What follows belongs to an exercise in optimizing a design on an open flow for small area; a production flow would make more cautious choices. Only simulation tests tie the RTL to the original design; equivalence was not proved. Power and IR drop assume default switching activity.

Setup of build 49:
// frameSource
module frameSource (
  input  wire                 CLK,
  input  wire                 RST,
  input  wire                 nimIn,
  input  wire                 regTrigger,
  input  wire  [FRAMES_W-1:0] frameCount,
  input  wire                 txFull,
  output wire                 nimOut,
  output wire                 txWr,
  output wire  [BYTE_W-1:0]   txData
);
export LEC_CHECK = 0
export CAP_MARGIN = 0
export CORE_MARGIN = 2
export CORE_UTILIZATION = 80
export GPL_TIMING_DRIVEN = 0
export SLEW_MARGIN = 0
create_clock -name core_clock -period 5.0 [get_ports {CLK}]
standard.sh (not shown) runs the stock make flow with config.mk's settings and CLKGATE_MAP_FILE= SYNTH_SCRIPT=/design/flow/synth_recipe.tcl, a recipe that flattens the netlist after the stock synthesis.
==> flow/flow/run.sh <==
#!/bin/bash
# The standard synthesis; then the combinational logic is mapped again
# for area (ABC &deepsyn from a few seeds, the smallest result is kept;
# registers, their names and cell types are kept as blackboxes); then
# the standard layout with the clock tree options (no dummy loads,
# bigger sink clusters) and port buffer cell below.
set -euo pipefail
source flow/opts.sh
bash standard.sh synth > synth.log 2>&1

R=orfs/results/$FLOW_PLATFORM/frameSource/base
LIB=$FLOW_HOME/platforms/sky130hd/lib/sky130_fd_sc_hd__tt_025C_1v80.lib
cp $R/1_2_yosys.v std_netlist.v
SEQ=$(grep -oE '^\s*sky130_fd_sc_hd__(df|edf|sdf|dl|conb)\w*' std_netlist.v | sort -u | tr -d ' ' | tr '\n' ' ')
DU=$(sed 's/^/-dont_use /' flow/dont_use.txt | tr '\n' ' ')
for S in $RESYN_SEEDS; do
  sed "s/@SEED@/$S/; s/@TIME@/$RESYN_TIME/" flow/area.abc > area_$S.abc
  cat > resyn_$S.ys <<EOT
read_liberty -ignore_miss_func $LIB
read_verilog std_netlist.v
hierarchy -top $FLOW_TOP
blackbox $SEQ
flatten
opt -purge
techmap
opt -purge
abc -script area_$S.abc -liberty $LIB $DU
setundef -zero
splitnets
opt_clean -purge
hilomap -singleton -hicell sky130_fd_sc_hd__conb_1 HI -locell sky130_fd_sc_hd__conb_1 LO
insbuf -buf sky130_fd_sc_hd__buf_4 A X
opt_clean -purge
tee -o resyn_$S.stat stat -liberty $LIB
write_verilog -noexpr -noattr -nohex -nodec resyn_$S.v
EOT
  yosys -s resyn_$S.ys > resyn_$S.log 2>&1 &
done
wait
BEST=$(for S in $RESYN_SEEDS; do echo "$(grep 'Chip area' resyn_$S.stat | awk '{print $NF}') $S"; done | sort -g | head -1 | awk '{print $2}')
echo "resyn areas: $(grep -h 'Chip area' resyn_*.stat | awk '{print $NF}' | tr '\n' ' '); kept seed $BEST" > resyn_choice.log
cp resyn_$BEST.v $R/1_2_yosys.v
touch $R/1_2_yosys.v

export CTS_ARGS="-sink_clustering_enable -repair_clock_nets -dont_use_dummy_load $CTS_OPTS"
export BUFFER_PORTS_ARGS="-buffer_cell sky130_fd_sc_hd__buf_1"
bash standard.sh > layout.log 2>&1
==> flow/flow/opts.sh <==
CTS_OPTS="-buf_list sky130_fd_sc_hd__clkbuf_4 -sink_clustering_size 10 -sink_clustering_max_diameter 40"
RESYN_SEEDS="0 1 2 3"
RESYN_TIME=60
Other scripts of this flow, unchanged in this note and not shown: flow/flow/area.abc, flow/flow/dont_use.txt
Here is what was changed in the inputs of build 91 compared with build 49.
# build 49
export LEC_CHECK = 0
export CAP_MARGIN = 0
export CORE_MARGIN = 2
export CORE_UTILIZATION = 80
export GPL_TIMING_DRIVEN = 0
export SLEW_MARGIN = 0
create_clock -name core_clock -period 5.0 [get_ports {CLK}]
# build 91
export LEC_CHECK = 0
export CAP_MARGIN = 0
export CORE_MARGIN = 2
export CORE_UTILIZATION = 70
export GPL_TIMING_DRIVEN = 0
export SLEW_MARGIN = 0
create_clock -name core_clock -period 5.0 [get_ports {CLK}]
==> flow/flow/opts.sh <==
CTS_OPTS="-buf_list sky130_fd_sc_hd__clkbuf_8 -sink_clustering_size 18 -sink_clustering_max_diameter 60"
RESYN_SEEDS="0 1 2 3"
RESYN_TIME=60
[summary]
Going from build 49 to build 91, number of nets in the final layout fell 8; power attributed to combinational cells fell about 2%; leakage power total about even; summed area of non-filler cells in the final layout rose 0.64%.
Compared with build 49, build 91 shows highest clock frequency the design can meet that has gone up by a few percent.
Edits applied to the flow inputs when going from build 91 to build 84:
# build 91
export LEC_CHECK = 0
export CAP_MARGIN = 0
export CORE_MARGIN = 2
export CORE_UTILIZATION = 70
export GPL_TIMING_DRIVEN = 0
export SLEW_MARGIN = 0
create_clock -name core_clock -period 5.0 [get_ports {CLK}]
# build 84
export LEC_CHECK = 0
export CAP_MARGIN = 0
export CORE_MARGIN = 2
export CORE_UTILIZATION = 80
export GPL_TIMING_DRIVEN = 0
export SLEW_MARGIN = 0
create_clock -name core_clock -period 5.0 [get_ports {CLK}]
## What came out
- Higher power attributed to combinational cells was reported by build 84, not build 91.
- Lower utilization was reported by build 91, not build 84.
- Sequential share of layout area, build 91 and build 84: lower on build 91
- Standby leakage power: build 84 vs build 91 — no meaningful difference
- Build 84 reports a higher part of the cycle the worst path needs than build 91 does.
- Between build 91 and build 84, the difference in clock-pin transition on the worst setup and hold timing paths is negligible.
- Summary of the comparison: final total power is higher in build 84, relative to build 91.
## Diff of input files: build 21 against build 84
==> flow/flow/opts.sh <==
CTS_OPTS="-buf_list sky130_fd_sc_hd__clkbuf_8 -sink_clustering_size 18 -sink_clustering_max_diameter 60 -root_buf sky130_fd_sc_hd__clkbuf_16"
RESYN_SEEDS="0 1 2 3"
RESYN_TIME=60
Notes after the runs:
As far as die footprint is concerned, build 84 and build 21 perform about the same.
Compared with build 84, build 21 ends up with a larger final cell area.
Relative to build 84, the transition time at the pin with the least slew margin of build 21 is higher by 0.0063 ns.
Summary: with build 84 as the reference, wire length reported by the detailed router in build 21 moved up by a few percent.
Delta (build 21 minus build 84): hold slack stayed essentially flat; fmax fell by 1.7%; area overhead of the layout relative to synthesis rose by 0.44 points.

== v11 ==
Another version of the RTL of frameSource (not shown whole).
For scale: about 660 cells after synthesis, roughly 23 I/O pins, about 6800 um^2 of cells after synthesis.
export LEC_CHECK = 0
export CAP_MARGIN = 0
export CORE_MARGIN = 2
export CORE_UTILIZATION = 70
export GPL_TIMING_DRIVEN = 0
export SLEW_MARGIN = 0
create_clock -name core_clock -period 5.0 [get_ports {CLK}]
==> flow/flow/run.sh <==
#!/bin/bash
# The standard synthesis; then the combinational logic is mapped again
# for area (ABC &deepsyn from a few seeds, the smallest result is kept;
# registers, their names and cell types are kept as blackboxes); then
# the standard layout with the clock tree options (no dummy loads,
# bigger sink clusters) and port buffer cell below.
set -euo pipefail
source flow/opts.sh
bash standard.sh synth > synth.log 2>&1

R=orfs/results/$FLOW_PLATFORM/frameSource/base
LIB=$FLOW_HOME/platforms/sky130hd/lib/sky130_fd_sc_hd__tt_025C_1v80.lib
cp $R/1_2_yosys.v std_netlist.v
SEQ=$(grep -oE '^\s*sky130_fd_sc_hd__(df|edf|sdf|dl|conb)\w*' std_netlist.v | sort -u | tr -d ' ' | tr '\n' ' ')
DU=$(sed 's/^/-dont_use /' flow/dont_use.txt | tr '\n' ' ')
# each candidate is a dash-separated list of deepsyn seeds, one per round
run_candidate() {
  local C=$1
  : > area_$C.abc
  for S in ${C//-/ }; do
    sed "s/@SEED@/$S/; s/@TIME@/$RESYN_TIME/" flow/area.abc >> area_$C.abc
  done
  cat > resyn_$C.ys <<EOT
read_liberty -ignore_miss_func $LIB
read_verilog std_netlist.v
hierarchy -top $FLOW_TOP
blackbox $SEQ
flatten
opt -purge
techmap
opt -purge
abc -script area_$C.abc -liberty $LIB $DU
setundef -zero
splitnets
opt_clean -purge
hilomap -singleton -hicell sky130_fd_sc_hd__conb_1 HI -locell sky130_fd_sc_hd__conb_1 LO
insbuf -buf sky130_fd_sc_hd__buf_4 A X
opt_clean -purge
tee -o resyn_$C.stat stat -liberty $LIB
write_verilog -noexpr -noattr -nohex -nodec resyn_$C.v
EOT
  yosys -s resyn_$C.ys > resyn_$C.log 2>&1
}
for BATCH in "${RESYN_BATCHES[@]}"; do
  for C in $BATCH; do run_candidate $C & done
  wait
done
ALL=$(for B in "${RESYN_BATCHES[@]}"; do echo $B; done | tr ' ' '\n')
BEST=$(for C in $ALL; do echo "$(grep 'Chip area' resyn_$C.stat | awk '{print $NF}') $C"; done | sort -g | head -1 | awk '{print $2}')
for C in $ALL; do echo "$C $(grep 'Chip area' resyn_$C.stat | awk '{print $NF}')"; done > resyn_choice.log
echo "kept $BEST" >> resyn_choice.log
cp resyn_$BEST.v $R/1_2_yosys.v
touch $R/1_2_yosys.v

export CTS_ARGS="-sink_clustering_enable -repair_clock_nets -dont_use_dummy_load $CTS_OPTS"
export BUFFER_PORTS_ARGS="-buffer_cell sky130_fd_sc_hd__buf_1"
bash standard.sh > layout.log 2>&1
==> flow/flow/opts.sh <==
CTS_OPTS="-buf_list sky130_fd_sc_hd__clkbuf_8 -sink_clustering_size 18 -sink_clustering_max_diameter 60"
RESYN_BATCHES=("1 2 0 3" "1-2 2-1 0-4 3-5")
RESYN_TIME=30
Other scripts of this flow, unchanged in this note and not shown: flow/flow/area.abc, flow/flow/dont_use.txt
## Diff of input files: v8 against v11
==> flow/flow/opts.sh <==
CTS_OPTS="-buf_list sky130_fd_sc_hd__clkbuf_8 -sink_clustering_size 20 -sink_clustering_max_diameter 80"
RESYN_BATCHES=("1 2 0 3" "1-2 2-1 0-4 3-5")
RESYN_TIME=30
[summary]
Run comparison: v8 critical path start-end classification flop to output pin; v11 critical path start-end classification flop to flop. v8 against v11: cell area after layout was more or less identical, number of clock buffer instances in the layout went down by 1, worst-case setup margin in the final layout went up by 0.0099 ns, leakage power was more or less identical. First-pass GRT wire length: v11 vs v8 — no meaningful difference. Total number of vias in v8 is 59 below v11. v8 ended up with sky130_fd_sc_hd__o21ai_0 as its cell at the slowest stage of the critical path; v11 ended up with sky130_fd_sc_hd__a22oi_1. Re wire length on met1: v11 was lower than v8. Re wire length per cell after detailed routing: v8 and v11 aren't equal, and the higher value belongs to v11. When v8 is measured against v11, its worst-margin pin slew turns out 0.021 ns higher. Looking at the reports, v8 completed the entire flow and the layout it produced met the timing, design-rule and antenna checks.

port drivers added, routing unchanged:
Ports are ideal in the flow. The routed layouts listed here were re-timed in OpenROAD.
Step 1 (the two cells are an assumption about what drives the block):
set clk [get_ports {CLK}]
set_driving_cell -lib_cell sky130_fd_sc_hd__clkbuf_16 $clk
set_driving_cell -lib_cell sky130_fd_sc_hd__buf_2 [delete_from_list [all_inputs] $clk]
Step 2 times the ports against the registers' clock, not the clock port: input delays grow and output delays shrink by t, the midpoint of the rising clock arrivals with the driver on.
Slacks: ideal / step 1 / step 2; pairs: ideal / step 1.
run	shift t [ns]	setup WS [ns]	worst setup path after step 2	slew at the worst register clock pin (ns)	worst slew at a driven data input, ns
build 49	0.611	0.489 / 0.461 / 1.072	register to output	0.11 / 0.11	0.05
build 91	0.506	0.687 / 0.651 / 1.156	register to output	0.11 / 0.11	0.03
build 84	0.492	0.614 / 0.580 / 1.071	register to output	0.11 / 0.11	0.05
build 21	0.475	0.537 / 0.500 / 0.974	register to output	0.11 / 0.11	0.05
v11	0.491	0.792 / 0.776 / 0.431	input to register	0.10 / 0.10	0.03
v8	0.474	0.802 / 0.769 / 0.529	input to register	0.12 / 0.12	0.03
After both steps every run listed still meets setup and hold. The setup slack of v11, which loses most, moves by -0.016 ns with the drivers and by -0.361 ns with both steps.
